What follows belongs to an exercise in optimizing a design on an open flow for small area and a short achievable clock period; a production flow would make more cautious choices.
Where RTL was checked, it was by simulation tests only, not by an equivalence proof against the original.
Power figures rest on the tool's default switching activity, not on a simulated workload.

## icache
module icache #(
  parameter int LINE_NUM   = 16,
  parameter int BLOCK_BITS = 128
) (
  input  logic                  clk,
  input  logic                  rst,
  input  logic                  rdy,
  input  logic [31:0]           pc_from_fch,
  input  logic                  req_from_fch,
  input  logic                  rollback_from_fch,
  output logic                  inst_valid_to_fch,
  output logic [31:0]           inst_to_fch,
  output logic                  busy_to_fch,
  output logic                  enable_sign_to_mem,
  output logic [31:0]           pc_to_mem,
  output logic                  rollback_sign_to_mem,
  input  logic                  finish_sign_from_mem,
  input  logic [BLOCK_BITS-1:0] inst_block_from_mem
);
  localparam int IDX_W = (LINE_NUM > 1) ? $clog2(LINE_NUM) : 1;
  localparam int TAG_W = 28 - IDX_W;
  logic                  wait_q;         
  logic                  valid_q;        
  logic                  enable_q;       
  logic [31:2]           pc_q;           
  ...
Size: ~5200 cells after synthesis, about 2500 flip-flops, roughly 230 I/O pins, ~93000 um2 of cells after synthesis.
make LEC_CHECK=0 CAP_MARGIN=20 CORE_MARGIN=2 CORE_UTILIZATION=55 CTS_CLUSTER_DIAMETER=60 CTS_CLUSTER_SIZE=30 PLACE_DENSITY=0.7 SETUP_SLACK_MARGIN=1.8 SLEW_MARGIN=20 finish   # period 4.0 ns
run.sh (not shown) runs the stock make flow with config.mk's settings and CLKGATE_MAP_FILE= SYNTH_SCRIPT=/design/flow/synth_recipe.tcl, a recipe that flattens the netlist after the stock synthesis.
Next try:
--- a/flow/config.mk
+++ b/flow/config.mk
@@ -7,2 +7,3 @@
 export LEC_CHECK = 0
+export ABC_CLOCK_PERIOD_IN_PS = 2000
 export CAP_MARGIN = 20
Final area does not change.
Setup slack stays the same.
Wire length is unchanged.
Sequential share of layout area is unchanged.
Function was not checked in any run of this note: the RTL went through the layout flow alone.

The RTL this note starts from:
==> flow/design.v <==
module icache #(
  parameter int LINE_NUM   = 16,
  parameter int BLOCK_BITS = 128
) (
  input  logic                  clk,
  input  logic                  rst,
  input  logic                  rdy,
  input  logic [31:0]           pc_from_fch,
  input  logic                  req_from_fch,
  input  logic                  rollback_from_fch,
  output logic                  inst_valid_to_fch,
  output logic [31:0]           inst_to_fch,
  output logic                  busy_to_fch,
  output logic                  enable_sign_to_mem,
  output logic [31:0]           pc_to_mem,
  output logic                  rollback_sign_to_mem,
  input  logic                  finish_sign_from_mem,
  input  logic [BLOCK_BITS-1:0] inst_block_from_mem
);
  localparam int IDX_W = (LINE_NUM > 1) ? $clog2(LINE_NUM) : 1;
  localparam int TAG_W = 28 - IDX_W;
  logic                  wait_q;         
  logic                  valid_q;        
  logic                  enable_q;       
  logic [31:2]           pc_q;           
  logic [31:0]           inst_q;
  logic [LINE_NUM-1:0]   vld_q;
  logic [TAG_W-1:0]      tag_q  [LINE_NUM];
  logic [BLOCK_BITS-1:0] data_q [LINE_NUM];
  logic [IDX_W-1:0]    req_idx, lat_idx;
  logic [TAG_W-1:0]    req_tag;
  logic                hit, accept, fill;
  logic [LINE_NUM-1:0] req_sel;
  logic [3:0]          req_wsel, lat_wsel;
  logic [LINE_NUM-1:0] line_hit;
  logic [31:0]         hit_word, fill_word, inst_rd;
  assign req_idx = pc_from_fch[4 +: IDX_W];
  assign req_tag = pc_from_fch[31 -: TAG_W];
  assign lat_idx = pc_q[4 +: IDX_W];
  always_comb begin
    hit_word  = '0;
    fill_word = '0;
    for (int w = 0; w < 4; w++) begin
      req_wsel[w] = (pc_from_fch[3:2] == 2'(w));
      lat_wsel[w] = (pc_q[3:2] == 2'(w));
    end
    for (int i = 0; i < LINE_NUM; i++) begin
      req_sel[i] = (req_idx == IDX_W'(i));
      line_hit[i] = req_sel[i] && vld_q[i] && (tag_q[i] == req_tag);
      for (int w = 0; w < 4; w++)
        hit_word = hit_word | (data_q[i][32*w +: 32] & {32{req_sel[i] & req_wsel[w]}});
    end
    for (int w = 0; w < 4; w++)
      fill_word = fill_word | (inst_block_from_mem[32*w +: 32] & {32{lat_wsel[w]}});
  end
  assign inst_rd = wait_q ? fill_word : hit_word;
  assign hit    = |line_hit;
  assign accept = req_from_fch && !rollback_from_fch;
  assign fill   = rdy && wait_q && finish_sign_from_mem;
  always_ff @(posedge clk) begin
    if (rst) begin
      wait_q   <= 1'b0;
      valid_q  <= 1'b0;
      enable_q <= 1'b0;
      vld_q    <= '0;
    end else if (rdy) begin
      if (!wait_q) begin
        valid_q  <= accept && hit;
        enable_q <= accept && !hit;
        wait_q   <= accept && !hit;
      end else begin
        valid_q  <= finish_sign_from_mem && !rollback_from_fch;
        enable_q <= 1'b0;
        wait_q   <= !finish_sign_from_mem && !rollback_from_fch;
        if (finish_sign_from_mem) vld_q[lat_idx] <= 1'b1;
      end
    end
  end
  always_ff @(posedge clk) begin
    if (rdy) inst_q <= inst_rd;
    if (rdy && !wait_q) pc_q <= pc_from_fch[31:2];
  end
  always_ff @(posedge clk) begin
    if (fill) begin
      tag_q[lat_idx]  <= pc_q[31 -: TAG_W];
      data_q[lat_idx] <= inst_block_from_mem;
    end
  end
  assign inst_valid_to_fch    = valid_q & rdy;
  assign enable_sign_to_mem   = enable_q & rdy;
  assign inst_to_fch          = inst_q;
  assign busy_to_fch          = wait_q;
  assign pc_to_mem            = {pc_q[31:4], 4'b0};
  assign rollback_sign_to_mem = rollback_from_fch;
endmodule
clock: 4.0 ns
lec_check: 0
cap_margin: 20
core_margin: 2
core_utilization: 55
cts_cluster_diameter: 60
cts_cluster_size: 30
place_density: 0.7
setup_slack_margin: 1.8
slew_margin: 20
tns_end_percent: 10
standard.sh (not shown) runs the stock make flow with config.mk's settings and CLKGATE_MAP_FILE= SYNTH_SCRIPT=/design/flow/synth_recipe.tcl, a recipe that flattens the netlist after the stock synthesis.
==> flow/flow/run.sh <==
#!/bin/bash
# Own layout flow: the standard flow (standard synthesis unchanged), with
# cell resizing not tied to the original footprint, plain buffers on the ports
# and a clock tree without dummy balancing loads.
set -euo pipefail
bash standard.sh MATCH_CELL_FOOTPRINT=0 \
  "BUFFER_PORTS_ARGS=-buffer_cell sky130_fd_sc_hd__buf_4" \
  "CTS_ARGS=-sink_clustering_enable -repair_clock_nets -sink_clustering_size 30 -sink_clustering_max_diameter 60 -dont_use_dummy_load" \
  finish > standard.log 2>&1
The first run went through all stages and came out clean.
==> next run, changes <==
Settings changed: CORE_UTILIZATION 55 to 50, PLACE_DENSITY 0.7 to 0.62, SETUP_SLACK_MARGIN 1.8 to 1.6, TNS_END_PERCENT 10 to default.
Effect:
- synthesized area does not change
- sequential power barely changes
- final area came out lower by 2.4%
- sequential share of layout area came out higher by 1.7 points
- first-iteration DRC count came out lower by 15%
- die area came out higher by 9.9%
- global-route usage came out lower by 3.1 points
- clock power came out higher by about 5%
- cell count came out higher by 0.92%
==> next run, changes <==
==> flow/run.sh (new file) <==
#!/bin/bash
# synth_recipe.tcl (not shown) runs the flow's synth.tcl, then flattens the netlist and writes it again
# the make line also repeats each setting of config.mk as NAME=value (left out here)
make -C /OpenROAD-flow-scripts/flow DESIGN_CONFIG=/design/flow/config.mk WORK_HOME=/design/flow/orfs CLKGATE_MAP_FILE= SYNTH_SCRIPT=/design/flow/synth_recipe.tcl finish
Settings changed: CORE_UTILIZATION 50 to 55, PLACE_DENSITY 0.62 to 0.7, SLEW_MARGIN 20 to 50.
removed: flow/flow/run.sh
removed: flow/standard.sh
Outcome: Sequential power is about the same; routed wire length rises slightly; final cell count rises by a few percent; design area is higher by a few percent; combinational power grows by roughly a tenth; via count climbs by a few percent; maximum frequency decreases by a few percent; power rises by a few percent; area after synthesis stays the same; global-route usage goes up by 3.4 points.

## separate check: timing with driven ports
The flow's constraints put no driver on any port. The routed layouts listed below were extracted and timed again, unchanged, in two steps. Step 1, drivers: a clkbuf_16 drives clk and a buf_2 each remaining input, both assumed. Step 2, shift: input delay + t, output delay - t, t = (earliest + latest rising clock arrival at the registers) / 2. This alone moves slack from input paths to output paths. a / b / c = ideal / step 1 / step 2; a / b = the first two.
run	t (ns)	setup slack, ns	worst slew at a driven data input, ns
the first run of note 1	0.903	1.036 / 0.938 / 0.036	0.26
the second run of note 1	0.903	1.036 / 0.938 / 0.036	0.26
the first run of note 2	0.879	1.469 / 1.352 / 0.472	0.30
the second run of note 2	0.890	1.510 / 1.475 / 0.584	0.22
the third run of note 2	0.925	1.344 / 1.376 / 0.450	0.24
After both steps setup and hold are still met in every run listed.
